Background: an optimization exercise with open tools, aiming at small area. Do not read the settings as production practice.
Function was checked by simulation only, so behaviour that the tests miss may differ from the original.
Power is estimated from default activity; no workload was simulated.

build 91:
==> flow/design.v (excerpt) <==
module video_ctrl (
    input  logic        clk,
    input  logic        reset_n,
    input  vid_pkg::cmd_t        cmd_in,
    input  logic [31:0] addr_data_in,
    output logic        req,
    output logic [31:0] req_addr,
    output logic        hsync,
    output logic        vsync,
    output logic        hblank,
    output logic        vblank,
    output logic [7:0]  red,
    output logic [7:0]  green,
    output logic [7:0]  blue,
    output logic        underrun
);
For scale: roughly 640 flip-flops, roughly 26000 um2 of cells after synthesis.
Settings: LEC_CHECK=0, CAP_MARGIN=0, CORE_MARGIN=2, CORE_UTILIZATION=60, SLEW_MARGIN=0; clock period 5.0 ns.
standard.sh (not shown) runs the stock make flow with config.mk's settings and CLKGATE_MAP_FILE= SYNTH_SCRIPT=/design/flow/synth_recipe.tcl, a recipe that flattens the netlist after the stock synthesis.
==> flow/flow/run.sh <==
#!/bin/bash
# Standard ORFS layout (the standard.sh) with these changes:
# - an area-oriented ABC mapping script (flow/abc.script) in place of the speed one,
# - the smallest buffer (buf_1) on the I/O ports,
# - a clock tree of clkbuf_8 with larger sink clusters and no dummy loads,
# - power (area) recovery after global routing, followed by a design repair
#   pass so that the downsizing leaves no slew or capacitance violations.
# All tool output goes to standard.log here; ORFS also keeps its per-step logs
# under orfs/logs.
set -euo pipefail
S=$PWD/scripts_mod
rm -rf "$S"
cp -r "$FLOW_HOME/scripts" "$S"
cp flow/abc.script "$S/abc_speed.script"
python3 flow/grt_patch.py "$S/global_route.tcl"
python3 flow/rsz_patch.py "$S/resize.tcl"
bash standard.sh SCRIPTS_DIR="$S" \
  "BUFFER_PORTS_ARGS=-buffer_cell sky130_fd_sc_hd__buf_1" \
  "CTS_ARGS=-sink_clustering_enable -repair_clock_nets -dont_use_dummy_load -buf_list sky130_fd_sc_hd__clkbuf_8 -sink_clustering_size 16 -sink_clustering_max_diameter 100" \
  RECOVER_POWER=100 finish > standard.log 2>&1
==> flow/flow/abc.script <==
strash
ifraig
scorr
dc2
strash
dch -f
&get -n
&nf -p -F 8 -A 4 -D 4500
&put
topo
==> flow/flow/grt_patch.py <==
import sys
p = sys.argv[1]
s = open(p).read()
old = "  recover_power_helper\n"
new = """  recover_power_helper
  if { $::env(RECOVER_POWER) != 0 } {
    # Downsizing can leave slew or capacitance violations: repair them
    repair_design_helper
    log_cmd detailed_placement
  }
"""
assert s.count(old) == 1
open(p, 'w').write(s.replace(old, new))
==> flow/flow/rsz_patch.py <==
import sys
p = sys.argv[1]
s = open(p).read()
old = "repair_design_helper\n"
new = """repair_design_helper
if { $::env(RECOVER_POWER) != 0 } {
  # Downsize gates that timing does not need, then repair slew and capacitance
  recover_power_helper
  repair_design_helper
}
"""
assert s.count(old) == 1
open(p, 'w').write(s.replace(old, new))
Although build 91 finished all stages, its layout failed final checks on capacitance limit, slew limit.
The following lists how build 9 was set up differently from build 91:
==> flow/flow/run.sh <==
#!/bin/bash
# Standard ORFS layout with three changes: an area-oriented ABC mapping script
# the smallest buffer on the I/O ports, and a clock tree with larger sink
# clusters and no dummy loads.
set -euo pipefail
S=$PWD/scripts_mod
rm -rf "$S"
cp -r "$FLOW_HOME/scripts" "$S"
cp flow/abc.script "$S/abc_speed.script"
python3 flow/grt_patch.py "$S/global_route.tcl"
bash standard.sh SCRIPTS_DIR="$S" \
  "BUFFER_PORTS_ARGS=-buffer_cell sky130_fd_sc_hd__buf_1" \
  "CTS_ARGS=-sink_clustering_enable -repair_clock_nets -dont_use_dummy_load -buf_list sky130_fd_sc_hd__clkbuf_8 -sink_clustering_size 16 -sink_clustering_max_diameter 100" \
  RECOVER_POWER=100 finish > standard.log 2>&1
removed: flow/flow/rsz_patch.py
Findings:
- Build 9 was carried through to the last stage, and its layout satisfied the timing, design-rule and antenna checks.
- Against build 91, build 9 comes in about 8% higher on total stage count of the critical path.
- Maximum operating frequency ended up about 0.44% lower on build 9 than on build 91.
- Per the comparison of build 9 with build 91, count of buffer and inverter cells on the critical path +2; signed area change from the synthesized netlist to the final layout level.
The following lists how build 94 was set up differently from build 9:
==> flow/flow/run.sh <==
#!/bin/bash
# Standard ORFS layout with three changes: an area-oriented ABC mapping script,
# the smallest buffer on the I/O ports, and a clock tree with larger sink
# clusters and no dummy loads.
set -euo pipefail
S=$PWD/scripts_mod
rm -rf "$S"
cp -r "$FLOW_HOME/scripts" "$S"
cp flow/abc.script "$S/abc_speed.script"
bash standard.sh SCRIPTS_DIR="$S" \
  "BUFFER_PORTS_ARGS=-buffer_cell sky130_fd_sc_hd__buf_1" \
  "CTS_ARGS=-sink_clustering_enable -repair_clock_nets -dont_use_dummy_load -buf_list sky130_fd_sc_hd__clkbuf_8 -sink_clustering_size 16 -sink_clustering_max_diameter 100" \
  finish > standard.log 2>&1
==> flow/flow/abc.script <==
strash
ifraig
scorr
dc2
strash
dch -f
map -D 4500
topo
buffer -c
upsize -c
dnsize -c
removed: flow/flow/grt_patch.py
Results
Looking at number of gates resized after cts, build 94 sits 1 lower than build 9 does.
Summary of build 94 over build 9: area occupied by multi-input gates went down by 180 um2, non-clock buffer count went down by 3, setup slack after layout went up by 0.15 ns.
Build 9 and build 94 ended up with roughly the same clock network contribution to total cell area.
Compared with build 9, build 94 shows a lower multiplexer share of the synthesized area.
In build 94, largest net degree at the start of global routing is higher than in build 9.
Relative to build 9, build 94 degrades final area.
Relative to build 94, the following input files were edited for build 31:
==> flow/flow/run.sh <==
#!/bin/bash
# Standard ORFS layout with three changes: an area-oriented ABC mapping script
# the smallest buffer on the I/O ports, and a clock tree with larger sink
# clusters and no dummy loads.
set -euo pipefail
S=$PWD/scripts_mod
rm -rf "$S"
cp -r "$FLOW_HOME/scripts" "$S"
cp flow/abc.script "$S/abc_speed.script"
bash standard.sh SCRIPTS_DIR="$S" \
  "BUFFER_PORTS_ARGS=-buffer_cell sky130_fd_sc_hd__buf_1" \
  "CTS_ARGS=-sink_clustering_enable -repair_clock_nets -dont_use_dummy_load -buf_list sky130_fd_sc_hd__clkbuf_8 -sink_clustering_size 16 -sink_clustering_max_diameter 100" \
  RECOVER_POWER=100 finish > standard.log 2>&1
==> flow/flow/abc.script <==
strash
ifraig
scorr
dc2
strash
dch -f
&get -n
&nf -p -F 8 -A 4 -D 4500
&put
topo
Build 31: flow complete, layout not clean; failing: capacitance limit, slew limit
Summary of build 31 over build 94: power higher; path depth of the worst reg2reg path higher; hold slack higher.
Build 31 against build 94: routed metal-1 wire length now sits lower, die area decreased by about 2.6% relative to the old numbers, global-route usage essentially unchanged, wire length reported by the detailed router lost about 3.6%.

build 63:
Another version of the RTL of video_ctrl (not shown whole).
Size: roughly 2200 cells after synthesis, about 640 flip-flops, about 26000 µm² of cells after synthesis.
## video_ctrl
module video_ctrl (
    input  logic        clk,
    input  logic        reset_n,
    input  vid_pkg::cmd_t        cmd_in,
    input  logic [31:0] addr_data_in,
    output logic        req,
    output logic [31:0] req_addr,
    output logic        hsync,
    output logic        vsync,
    output logic        hblank,
    output logic        vblank,
    output logic [7:0]  red,
    output logic [7:0]  green,
    output logic [7:0]  blue,
    output logic        underrun
);
clock: 5.0 ns
lec_check: 0
cap_margin: 20
core_margin: 2
core_utilization: 60
slew_margin: 20
==> flow/flow/run.sh <==
#!/bin/bash
# Standard ORFS layout with three changes: an area-oriented ABC mapping script,
# the smallest buffer on the I/O ports, and a clock tree with larger sink
# clusters and no dummy loads.
set -euo pipefail
S=$PWD/scripts_mod
rm -rf "$S"
cp -r "$FLOW_HOME/scripts" "$S"
cp flow/abc.script "$S/abc_speed.script"
bash standard.sh SCRIPTS_DIR="$S" \
  "BUFFER_PORTS_ARGS=-buffer_cell sky130_fd_sc_hd__buf_1" \
  "CTS_ARGS=-sink_clustering_enable -repair_clock_nets -dont_use_dummy_load -buf_list sky130_fd_sc_hd__clkbuf_8 -sink_clustering_size 20 -sink_clustering_max_diameter 50" \
  finish > standard.log 2>&1
==> flow/flow/abc.script <==
strash
ifraig
scorr
dc2
strash
dch -f
map -D 4500
topo
buffer -c
upsize -c
dnsize -c
Input-level comparison between build 39 and build 63:
Settings: changing CORE_UTILIZATION from 60 to 70.
diff --git a/flow/flow/run.sh b/flow/flow/run.sh
--- a/flow/flow/run.sh
+++ b/flow/flow/run.sh
@@ -11,3 +11,3 @@
   "BUFFER_PORTS_ARGS=-buffer_cell sky130_fd_sc_hd__buf_1" \
-  "CTS_ARGS=-sink_clustering_enable -repair_clock_nets -dont_use_dummy_load -buf_list sky130_fd_sc_hd__clkbuf_8 -sink_clustering_size 20 -sink_clustering_max_diameter 50" \
+  "CTS_ARGS=-sink_clustering_enable -repair_clock_nets -dont_use_dummy_load -buf_list sky130_fd_sc_hd__clkbuf_16 -sink_clustering_size 45 -sink_clustering_max_diameter 60" \
   finish > standard.log 2>&1
==> comparison <==
- Setup slack in build 39 is smaller than in build 63.
- On clock network area share: between build 63 and build 39, it ends up higher for build 39.
- [compare] base=build 63 new=build 39: fraction of standard cell area that is sequential -0.38 points; number of vias per cell after detailed routing +0.42.
Edits applied to the flow inputs when going from build 39 to build 73:
Settings: SLEW_MARGIN: 20 -> 0; CORE_UTILIZATION: 70 -> 60; CAP_MARGIN: 20 -> 0.
==> flow/flow/run.sh <==
#!/bin/bash
# Standard ORFS layout with three changes: an area-oriented ABC mapping script
# the smallest buffer on the I/O ports, and a clock tree with larger sink
# clusters and no dummy loads.
set -euo pipefail
S=$PWD/scripts_mod
rm -rf "$S"
cp -r "$FLOW_HOME/scripts" "$S"
cp flow/abc.script "$S/abc_speed.script"
bash standard.sh SCRIPTS_DIR="$S" \
  "BUFFER_PORTS_ARGS=-buffer_cell sky130_fd_sc_hd__buf_1" \
  "CTS_ARGS=-sink_clustering_enable -repair_clock_nets -dont_use_dummy_load -buf_list sky130_fd_sc_hd__clkbuf_8 -sink_clustering_size 16 -sink_clustering_max_diameter 100" \
  finish > standard.log 2>&1
==> flow/flow/abc.script <==
strash
ifraig
scorr
dc2
strash
dch -f
&get -n
&nf -p -F 8 -A 4 -D 4500
&put
topo
Notes after the runs:
- Build 73 has slew at the pin closest to its max-slew limit above what build 39 had.
- On number of antenna violations at the first check in global routing, the higher figure sits with build 73, not build 39.
- Compared with build 39, build 73 shows power lower by 5.5%.
- Of build 39 and build 73, the lower overall routing resource usage belongs to build 73.
- Looking only at layout filler cell count, and setting everything else aside, the higher value of build 39 and build 73 goes to build 73.
- Higher required time at the worst-slack endpoint goes to build 73 over build 39.
- In the metrics for build 39 and build 73, the one carrying the lower wire length is build 73.
- Between build 39 and build 73, final period utilization is higher for build 39, build 73 comes in under that.
## Diff of input files: build 16 against build 73
==> flow/flow/run.sh <==
#!/bin/bash
# Standard ORFS layout with three changes: an area-oriented ABC mapping script,
# the smallest buffer on the I/O ports, and a clock tree with larger sink
# clusters and no dummy loads.
set -euo pipefail
S=$PWD/scripts_mod
rm -rf "$S"
cp -r "$FLOW_HOME/scripts" "$S"
cp flow/abc.script "$S/abc_speed.script"
bash standard.sh SCRIPTS_DIR="$S" \
  "BUFFER_PORTS_ARGS=-buffer_cell sky130_fd_sc_hd__buf_1" \
  "CTS_ARGS=-sink_clustering_enable -repair_clock_nets -dont_use_dummy_load -buf_list sky130_fd_sc_hd__clkbuf_8 -sink_clustering_size 20 -sink_clustering_max_diameter 50" \
  finish > standard.log 2>&1
==> flow/flow/abc.script <==
strash
ifraig
scorr
dc2
strash
dch -f
map -D 4500
topo
buffer -c
upsize -c
dnsize -c
- From build 73 to build 16 the numbers moved as follows: cell internal power dissipation picked up an extra 0.39%; maximum fanout along the worst path decreased by 5 relative to the old numbers; post-cts resize count now sits at about the same level; sequential share of layout area now smaller; switching fraction of total power has remained practically unchanged.
- Build 16 has setup slack below what build 73 had.
- The lower net count of the mapped netlist came out of build 73.
- Diff build 73 -> build 16: maximum frequency dropped 4.0 MHz; number of cells on the worst reg-to-reg path now larger; power went up.

[static timing again, ports no longer ideal]
In the flow no input, the clock included, has a driving cell. The finished layouts below were timed again as built, in two steps. Step 1 sets driving cells, clkbuf_16 on the clock port and buf_2 on the other inputs (assumed; they add their load-dependent delay and slew). Step 2 also shifts input and output timing later by t, the mid clock arrival at the registers, as if the neighbouring blocks saw the same clock. Slacks: ideal / step 1 / step 2; pairs: ideal / step 1.
run | t, ns | slack for setup (ns) | hold WS [ns] | worst setup path after step 2
build 91 | 0.684 | 0.383 / 0.383 / 0.383 | 0.447 / 0.447 / 0.447 | register to register
build 9 | 0.708 | 0.363 / 0.363 / 0.363 | 0.430 / 0.413 / 0.450 | register to register
build 94 | 0.696 | 0.508 / 0.508 / 0.508 | 0.341 / 0.355 / 0.405 | register to register
build 31 | 0.708 | 0.374 / 0.374 / 0.374 | 0.444 / 0.444 / 0.444 | register to register
build 63 | 0.695 | 0.311 / 0.311 / 0.311 | 0.345 / 0.320 / 0.397 | register to register
build 39 | 0.631 | 0.305 / 0.305 / 0.305 | 0.385 / 0.385 / 0.385 | register to register
build 73 | 0.702 | 0.391 / 0.391 / 0.391 | 0.406 / 0.404 / 0.406 | register to register
build 16 | 0.694 | 0.305 / 0.305 / 0.305 | 0.344 / 0.318 / 0.397 | register to register
